This is an optimization exercise on Yosys and OpenROAD, whose aim is small area, not a production implementation.
Only simulation tests tie the RTL to the original design; equivalence was not proved.
No driver is modelled on the clock port, so clocking that relies on it looks cheaper here than on a real chip.
Power and IR drop assume default switching activity.

==> flow/design.v <==
package bmem_pkg;
    localparam int BEAT_W      = 64;
    localparam int BEATS       = 4;
    localparam int LINE_W      = BEAT_W * BEATS;
    localparam int OFFSET_BITS = 5;
endpackage
module rr_arbiter2 (
    input  logic req_i,
    input  logic req_d,
    input  logic last_d,
    output logic gnt_d,
    output logic any_req
);
    assign gnt_d   = req_d & (~req_i | ~last_d);
    assign any_req = req_i | req_d;
endmodule
module bmem_line_adapter #(
    parameter int ADDR_W = 32,
    parameter int BEAT_W = 64,
    parameter int BEATS  = 4
) (
    input  logic                      clk,
    input  logic                      rst,
    input  logic [ADDR_W-1:0]         i_addr,
    input  logic                      i_read,
    output logic [BEAT_W*BEATS-1:0]   i_rdata,
    output logic                      i_resp,
    input  logic [ADDR_W-1:0]         d_addr,
    input  logic                      d_read,
    input  logic                      d_write,
    input  logic [BEAT_W*BEATS-1:0]   d_wdata,
    output logic [BEAT_W*BEATS-1:0]   d_rdata,
    output logic                      d_resp,
    output logic [ADDR_W-1:0]         bmem_addr,
    output logic                      bmem_read,
    output logic                      bmem_write,
    output logic [BEAT_W-1:0]         bmem_wdata,
    input  logic                      bmem_ready,
    input  logic [ADDR_W-1:0]         bmem_raddr,
    input  logic [BEAT_W-1:0]         bmem_rdata,
    input  logic                      bmem_rvalid
);
    localparam int LINE_W = BEAT_W * BEATS;
    localparam int OFF    = bmem_pkg::OFFSET_BITS;
    logic              wr_q;     
    logic              rdi_q;    
    logic              rdw_q;    
    logic              resp_q;   
    logic              gnt_q;    
    logic [BEATS-1:0]  beat_n;    
    logic              idle;
    logic              gnt_d;
    logic              any_req;
    logic              beat_hit;
    logic              last;
    logic [ADDR_W-1:0] line_addr;
    logic [BEAT_W-1:0] beat_q [BEATS];
    rr_arbiter2 u_arb (
        .req_i   (i_read),
        .req_d   (d_read | d_write),
        .last_d  (gnt_q),
        .gnt_d   (gnt_d),
        .any_req (any_req)
    );
    assign idle      = ~(wr_q | rdi_q | rdw_q | resp_q);
    assign line_addr = {(gnt_q ? d_addr[ADDR_W-1:OFF] : i_addr[ADDR_W-1:OFF]), {OFF{1'b0}}};
    assign beat_hit  = rdw_q & bmem_rvalid & (bmem_raddr == line_addr);
    assign last      = ~beat_n[BEATS-1];
    always_ff @(posedge clk or posedge rst) begin
        if (rst) begin
            wr_q   <= 1'b0;
            rdi_q  <= 1'b0;
            rdw_q  <= 1'b0;
            resp_q <= 1'b0;
            gnt_q  <= 1'b0;
            beat_n  <= {{(BEATS-1){1'b1}}, 1'b0};
        end else begin
            if (idle && any_req) begin
                gnt_q <= gnt_d;
                wr_q  <= gnt_d & d_write;
                rdi_q <= ~(gnt_d & d_write);
            end
            if (wr_q && bmem_ready) begin
                beat_n <= {beat_n[BEATS-2:0], beat_n[BEATS-1]};
                if (last) begin
                    wr_q   <= 1'b0;
                    resp_q <= 1'b1;
                end
            end
            if (rdi_q && bmem_ready) begin
                rdi_q <= 1'b0;
                rdw_q <= 1'b1;
            end
            if (beat_hit) begin
                beat_n <= {beat_n[BEATS-2:0], beat_n[BEATS-1]};
                if (last) begin
                    rdw_q  <= 1'b0;
                    resp_q <= 1'b1;
                end
            end
            if (resp_q)
                resp_q <= 1'b0;
        end
    end
    always_ff @(posedge clk) begin
        for (int k = 0; k < BEATS - 1; k++)
            if (beat_hit && !beat_n[k])
                beat_q[k] <= bmem_rdata;
        beat_q[BEATS-1] <= bmem_rdata;
    end
    always_comb
        for (int k = 0; k < BEATS; k++)
            i_rdata[k*BEAT_W +: BEAT_W] = beat_q[k];
    assign d_rdata    = i_rdata;
    assign i_resp     = resp_q & ~gnt_q;
    assign d_resp     = resp_q & gnt_q;
    assign bmem_read  = rdi_q;
    assign bmem_write = wr_q;
    assign bmem_addr  = line_addr;
    always_comb begin
        bmem_wdata = '1;
        for (int k = 0; k < BEATS; k++)
            bmem_wdata &= d_wdata[k*BEAT_W +: BEAT_W] | {BEAT_W{beat_n[k]}};
    end
endmodule
==> flow/flow/run.sh <==
#!/bin/bash
# Own layout flow: the standard ORFS flow (standard.sh), with
#  - the port buffers that global placement inserts taken from the smallest
#    buffer cell,
#  - clock tree synthesis clustering more sinks per leaf buffer and adding
#    no dummy loads, and
#  - the pins that meet at the same cells placed side by side on the edge
#    (place_pins -group_pins): per read-data bit, the bmem_rdata bit with the
#    four i_rdata and four d_rdata bits it feeds; per write-data bit, the four
#    d_wdata bits with their bmem_wdata bit; per address bit, i_addr, d_addr,
#    bmem_addr and bmem_raddr,
#  - after CTS, clock buffers upsized only where the flip-flop clock-pin
#    slew needs it (flow/post_cts.tcl).
set -euo pipefail
here=$(cd "$(dirname "${BASH_SOURCE[0]}")" && pwd)
export BUFFER_PORTS_ARGS="-buffer_cell sky130_fd_sc_hd__buf_1"
export CTS_ARGS="-sink_clustering_enable -repair_clock_nets -sink_clustering_size 30 -sink_clustering_max_diameter 100 -buf_list sky130_fd_sc_hd__clkbuf_4 -dont_use_dummy_load"
groups=""
for b in $(seq 0 63); do
  g="bmem_rdata[$b]"
  for k in 0 1 2 3; do g="$g i_rdata[$((64*k+b))] d_rdata[$((64*k+b))]"; done
  groups="$groups -group_pins {$g}"
  g="bmem_wdata[$b]"
  for k in 0 1 2 3; do g="$g d_wdata[$((64*k+b))]"; done
  groups="$groups -group_pins {$g}"
done
for b in $(seq 5 31); do
  groups="$groups -group_pins {i_addr[$b] d_addr[$b] bmem_addr[$b] bmem_raddr[$b]}"
done
export PLACE_PINS_ARGS="$groups"
export POST_CTS_TCL="$here/post_cts.tcl"
bash standard.sh > standard_flow.log 2>&1
==> flow/flow/post_cts.tcl <==
# Runs at the end of ORFS's CTS step (POST_CTS_TCL). Upsizes each clock buffer
# whose flip-flop clock pins see a slew above the target, one drive step at a
# time, then legalises the placement again. Before that, cells on paths with
# setup slack to spare are downsized (repair_timing -recover_power).
estimate_parasitics -placement
repair_timing -recover_power 100 -verbose
set clk_slew_target [expr {[info exists ::env(CLK_SLEW_TARGET)] ? $::env(CLK_SLEW_TARGET) : 0.122}]
set clk_sizes {sky130_fd_sc_hd__clkbuf_1 sky130_fd_sc_hd__clkbuf_2 sky130_fd_sc_hd__clkbuf_4 sky130_fd_sc_hd__clkbuf_8 sky130_fd_sc_hd__clkbuf_16}
for {set iter 0} {$iter < 4} {incr iter} {
  estimate_parasitics -placement
  set slow [dict create]
  foreach pin [get_pins -hierarchical */CLK] {
    set s [expr {max([get_property $pin slew_max_rise], [get_property $pin slew_max_fall])}]
    if {$s > $clk_slew_target} {
      set net [get_nets -of_objects $pin]
      foreach drv [get_pins -of_objects $net -filter "direction == output"] {
        dict set slow [get_property [get_cells -of_objects $drv] full_name] 1
      }
    }
  }
  if {[dict size $slow] == 0} { break }
  set n 0
  foreach name [dict keys $slow] {
    set inst [[ord::get_db_block] findInst $name]
    set m [[$inst getMaster] getName]
    set i [lsearch $clk_sizes $m]
    if {$i >= 0 && $i < [llength $clk_sizes] - 1} {
      replace_cell [get_cells $name] [lindex $clk_sizes [expr {$i + 1}]]
      incr n
    }
  }
  puts "post_cts: iteration $iter upsized $n clock buffers"
  if {$n == 0} { break }
}
detailed_placement
check_placement -verbose
estimate_parasitics -placement
==> flow/standard.sh <==
#!/bin/bash
# synth_recipe.tcl (not shown) runs the flow's synth.tcl, then flattens the netlist and writes it again
# the make line also repeats each setting of config.mk as NAME=value (left out here)
make -C /OpenROAD-flow-scripts/flow DESIGN_CONFIG=/design/flow/config.mk WORK_HOME=/design/flow/orfs CLKGATE_MAP_FILE= SYNTH_SCRIPT=/design/flow/synth_recipe.tcl "${@:-finish}"
==> flow/config.mk <==
export PLATFORM = sky130hd
export DESIGN_NAME = bmem_line_adapter
export DESIGN_NICKNAME = bmem_line_adapter
export VERILOG_FILES = /design/flow/design.v
export SDC_FILE = /design/flow/constraint.sdc
export NUM_CORES = 4
export LEC_CHECK = 0
export CAP_MARGIN = 20
export CORE_AREA = 10 10 450 450
export DIE_AREA = 0 0 460 460
export SLEW_MARGIN = 20
==> flow/constraint.sdc <==
create_clock -name core_clock -period 5.0 [get_ports {clk}]
set_input_delay 1.0000 -clock core_clock [delete_from_list [all_inputs] [get_ports {clk}]]
set_output_delay 1.0000 -clock core_clock [all_outputs]
set_load 0.01 [all_outputs]
==> flow_summary.json, run 1 <==
{
  "start_util": 0.0583,
  "haltStage": "I/O pin placement (3_2_place_iop)",
  "ys_types": 29,
  "synth_area_leaders": "edfxtp_1 51%, buf_4 18%, dfxtp_1 11%",
  "yosys_most_used_dff": "edfxtp_1",
  "status": "aborted with a tool error",
  "yosysTopAreaCell": "edfxtp_1",
  "synth_edf_count": 192,
  "syn_area_mm2": 0.0112,
  "yosysSeqAreaShare": 0.648,
  "fp.dieH_um": 460,
  "ys_warn_count": 2,
  "error_line": "[ERROR PPL-0086] Pin group of size 5 was not assigned.",
  "num_rows": 161,
  "syn_inst": 845,
  "yosysTopAreaCellShare": 0.513,
  "synth-seq-cells": 265,
  "avgSynthCellArea_um2": 13.3,
  "die_x_um": 460,
  "synthArstFlopShare": 0.0340
}
-- logic make-up after synthesis --
group                  after synthesis  share of synthesized area
buffers and inverters              295                      0.187
multiplexers                        31                     0.0321
XOR/XNOR                            27                     0.0211
AO/OA/AOI/OAI                      136                     0.0771
other                                1                   0.000334
flip-flops                         265                      0.648
AND/OR/NAND/NOR                     90                     0.0343
-- Yosys cell counts, types with 2 or more instances --
library cell,count
buf_4,262
edfxtp_1,192
nor3_1,2
mux2_2,28
xor2_1,27
a21oi_1,2
inv_1,2
dfrtp_1,6
nor4_1,10
nand2_1,6
buf_6,2
nand4_1,2
buf_1,8
nor2_1,65
o22ai_1,128
mux2_4,3
clkbuf_1,21
dfstp_2,3
o21ai_0,3
dfxtp_1,64
==> inputs of run 2 (changes only) <==
==> flow/flow/run.sh (replaced) <==
#!/bin/bash
# Own layout flow: the standard ORFS flow (standard.sh), with
#  - the port buffers that global placement inserts taken from the smallest
#    buffer cell,
#  - clock tree synthesis clustering more sinks per leaf buffer and adding
#    no dummy loads, and
#  - after CTS, clock buffers upsized only where the flip-flop clock-pin
#    slew needs it (flow/post_cts.tcl).
set -euo pipefail
here=$(cd "$(dirname "${BASH_SOURCE[0]}")" && pwd)
export BUFFER_PORTS_ARGS="-buffer_cell sky130_fd_sc_hd__buf_1"
export CTS_ARGS="-sink_clustering_enable -repair_clock_nets -sink_clustering_size 30 -sink_clustering_max_diameter 100 -buf_list sky130_fd_sc_hd__clkbuf_4 -dont_use_dummy_load"
export POST_CTS_TCL="$here/post_cts.tcl"
bash standard.sh > standard_flow.log 2>&1
==> flow/flow/post_cts.tcl (replaced) <==
# Runs at the end of ORFS's CTS step (POST_CTS_TCL).
#  1. Cells on paths with setup slack to spare are downsized
#     (repair_timing -recover_power).
#  2. Each clock buffer whose flip-flop clock pins see a slew above the
#     target is upsized, one drive step at a time.
#  3. Each clock buffer is then tried one drive step smaller, and kept so
#     only if every flip-flop clock pin stays under the target.
# Then the placement is legalised again.
set clk_slew_target [expr {[info exists ::env(CLK_SLEW_TARGET)] ? $::env(CLK_SLEW_TARGET) : 0.122}]
set clk_sizes {sky130_fd_sc_hd__clkbuf_1 sky130_fd_sc_hd__clkbuf_2 sky130_fd_sc_hd__clkbuf_4 sky130_fd_sc_hd__clkbuf_8 sky130_fd_sc_hd__clkbuf_16}

estimate_parasitics -placement
repair_timing -recover_power 100 -verbose

proc clk_pin_slew {pin} {
  return [expr {max([get_property $pin slew_max_rise], [get_property $pin slew_max_fall])}]
}

proc worst_clk_slew {} {
  set w 0
  foreach pin [get_pins -hierarchical */CLK] {
    set s [clk_pin_slew $pin]
    if {$s > $w} { set w $s }
  }
  return $w
}

for {set iter 0} {$iter < 4} {incr iter} {
  estimate_parasitics -placement
  set slow [dict create]
  foreach pin [get_pins -hierarchical */CLK] {
    if {[clk_pin_slew $pin] > $clk_slew_target} {
      set net [get_nets -of_objects $pin]
      foreach drv [get_pins -of_objects $net -filter "direction == output"] {
        dict set slow [get_property [get_cells -of_objects $drv] full_name] 1
      }
    }
  }
  if {[dict size $slow] == 0} { break }
  set n 0
  foreach name [dict keys $slow] {
    set inst [[ord::get_db_block] findInst $name]
    set i [lsearch $clk_sizes [[$inst getMaster] getName]]
    if {$i >= 0 && $i < [llength $clk_sizes] - 1} {
      replace_cell [get_cells $name] [lindex $clk_sizes [expr {$i + 1}]]
      incr n
    }
  }
  puts "post_cts: iteration $iter upsized $n clock buffers"
  if {$n == 0} { break }
}

set n 0
foreach inst [[ord::get_db_block] getInsts] {
  set i [lsearch $clk_sizes [[$inst getMaster] getName]]
  if {$i <= 0} { continue }
  set name [$inst getName]
  replace_cell [get_cells $name] [lindex $clk_sizes [expr {$i - 1}]]
  estimate_parasitics -placement
  if {[worst_clk_slew] > $clk_slew_target} {
    replace_cell [get_cells $name] [lindex $clk_sizes $i]
  } else {
    incr n
  }
}
estimate_parasitics -placement
puts "post_cts: downsized $n clock buffers, worst clock-pin slew [worst_clk_slew]"

detailed_placement
check_placement -verbose
estimate_parasitics -placement
--- a/flow/config.mk
+++ b/flow/config.mk
@@ -7,5 +7,5 @@
 export LEC_CHECK = 0
 export CAP_MARGIN = 20
-export CORE_AREA = 10 10 450 450
-export DIE_AREA = 0 0 460 460
+export CORE_AREA = 10 10 390 390
+export DIE_AREA = 0 0 400 400
 export SLEW_MARGIN = 20
==> run 2 against run 1 <==
Compared with the run above:
- the run now finishes clean
- synthesized area unchanged
- synthesized cell count unchanged
==> flow_summary.json, run 2 <==
{
  "fin_hold_ws_ps": 150,
  "syn_area_mm2": 0.0112,
  "worstPathCellList": "clkbuf_1 > o22ai_1 > nor2_1 > clkbuf_1",
  "port_buffers": 1019,
  "timing.critical_path.mode_cell": "clkbuf_1",
  "drtPass1Iterations": 6,
  "final_cell_mix": "821 x buf_1, 201 x clkbuf_1, 192 x edfxtp_1",
  "num_vias": 10800,
  "finalHoldViolCount": 0,
  "avgSynthCellArea_um2": 13.3,
  "totalWireLength_mm": 115,
  "dieArea_mm2": 0.160,
  "antenna_found_initial": 90,
  "crit_slowest_cell": "dfstp_4",
  "grt_max_degree": 68,
  "timing.critical_path.buf_inv": 2,
  "final_common_cell": "buf_1",
  "cts_tree": "done",
  "largest_register_ffs": 256,
  "arrival_ps": 3420,
  "path_max_fanout": 52,
  "route.antenna.remaining_nets": 0,
  "instances_no_fill": 3576,
  "path_clk_slew_ps": 100,
  "cp-start-kind": "register",
  "worst_pin_slew_ps": 964,
  "grt_pass1_wl_mm": 134,
  "reg.largest.list": "beat_q (256), beat_n (4)",
  "setup_violations": 0,
  "hp-class": "input port to register",
  "grt-ovfl-total": 0,
  "hpwl_mm": 104,
  "io_pins": 1035,
  "synth_common_cells": "262 x buf_4, 192 x edfxtp_1, 128 x o22ai_1",
  "yosysTopAreaCellShare": 0.513,
  "num_rows": 139,
  "synth_area_leaders": "edfxtp_1 51%, buf_4 18%, dfxtp_1 11%",
  "synthArstFlopShare": 0.0340,
  "worst-r2r-setup-slack_ps": 970,
  "slew_violations": 0,
  "worst_path_largest_cell_delay_ps": 1050,
  "synth_edf_count": 192,
  "r2r.worst_path.cells": 7,
  "synth-seq-cells": 265,
  "dr.first_iter.drc_count": 1113,
  "fmax_mhz": 226,
  "yosysTopAreaCell": "edfxtp_1",
  "preCtsSetupSlack_ps": 977,
  "path_depth": 4,
  "crit_required_ps": 4000,
  "drive_gt1_frac": 0.0285,
  "p_leak_uw": 0.00452,
  "hold_depth": 1,
  "grt_setup_unrepaired": "no",
  "regMostFlops": "beat_q",
  "grt_pass1_vias": 10400,
  "powerDensity_mw_per_mm2": 267,
  "die_x_um": 400,
  "crit_path_end_kind": "output port",
  "finalWorstSetupSlack_ps": 576,
  "finalWeightedCongestion": 0.961,
  "status": "no timing/DRC/antenna violations",
  "max_slew_margin": 0.357,
  "fp.dieH_um": 400,
  "ys_types": 29,
  "clkLatencyLatePin_ps": 1150,
  "cts.sinks": 265,
  "area_growth_pct": 45.2,
  "period_share": 0.885,
  "drc": 0,
  "yosysMostFrequentCell": "buf_4",
  "cap_viol_max_count": 0,
  "track_usage": 0.132,
  "path_class": "register to output port",
  "ys_warn_count": 2,
  "wire_per_inst_um": 32.2,
  "dp.cells": 3486,
  "syn_inst": 845,
  "fin_skew_ps": 187,
  "core_mm2": 0.143,
  "min_period_ps": 4420,
  "crit_family": "buffers and inverters",
  "viasPerCell": 3.02,
  "start_util": 0.0783,
  "nets": 2077,
  "yosys_most_used_dff": "edfxtp_1",
  "ir_drop_uv": 372,
  "yosysSeqAreaShare": 0.648
}
[run 2: kinds of logic (layout without fill, tap and decap cells)]
logic type / after synthesis / in the layout / synth area share
AOI/OAI and AO/OA: 136 / 136 / 0.0771
DFF: 265 / 265 / 0.648
and+or+nand+nor: 90 / 90 / 0.0343
other: 1 / 26 / 0.000334
xor gates and xnor gates: 27 / 27 / 0.0211
muxes: 31 / 31 / 0.0321
buffers and inverters: 295 / 1098 / 0.187
[run 2: stage by stage]
step	setup TNS (ps)	utilization	total power, uW	cell area [um^2]
global placement	0	0.108	3320	15500
floorplan	-230180	-	2890	11300
finish	0	0.114	4350	16300
global route	0	0.114	4550	16300
detailed placement	0	0.108	3330	15500
[run 2: where the power goes]
part | switching (uW) | internal [uW] | total [uW]
registers | 44.6 | 2390 | 2440
logic | 563 | 299 | 862
clock network | 695 | 356 | 1050
total | 1300 | 3050 | 4350
[run 2: final timing paths]
kind,start,endpoint
max reg2reg,gnt_q$_DFFE_PP0N_,beat_q[2][59]$_DFFE_PP_
max in group asynchronous,rst,beat_n[0]$_DFFE_PP0P_
min in group asynchronous,rst,resp_q$_DFF_PP0_
min reg2reg,resp_q$_DFF_PP0_,resp_q$_DFF_PP0_
max,beat_n[3]$_DFFE_PP1P_,bmem_wdata[10]
min,bmem_rdata[17],beat_q[3][17]$_DFF_P_
[run 2: cell type report]
type	count	area [um^2]
sequential	265	7290
multi-input combinational	289	1880
tap	1903	2380
timing repair buffer	1078	4440
inverter	2	7.51
antenna	21	52.6
fill	16500	127000
clock buffer	18	267
[run 2: layer usage]
layer  share of wire  wire, um  up-vias  GRT usage
met3            0.12     13300      199     0.0617
met4           0.021      2440       52     0.0208
met1            0.38     44000     5253      0.155
li1                -         -     4419          -
met5          0.0053       605        -    0.00847
met2            0.48     54900      893      0.222

-- afterwards: timing with drivers on the ports --
The results above use ideal ports. As a check the final layout listed here was re-extracted and re-timed, cells and wires unchanged. Step 1: set_driving_cell puts a clkbuf_16 on clk and a buf_2 on each other input, an assumption about the parent block. Step 2 adds t to the input delays and takes it off the output delays; t is the mean of the earliest and latest rising clock arrival at the registers after step 1. Input paths then give back, and output paths get back, about the clock's delay inside the block. Three values: ideal ports, drivers, drivers and shift; two values: the first two.
run: run 2
t (ns): 1.077
slack for setup (ns): 0.576 / 0.521 / 0.649
worst slew at a driven data input, ns: 0.26
After both steps setup and hold are still met in run 2. For run 2, drivers alone change the setup slack by -0.055 ns; drivers and shift together by +0.073 ns.
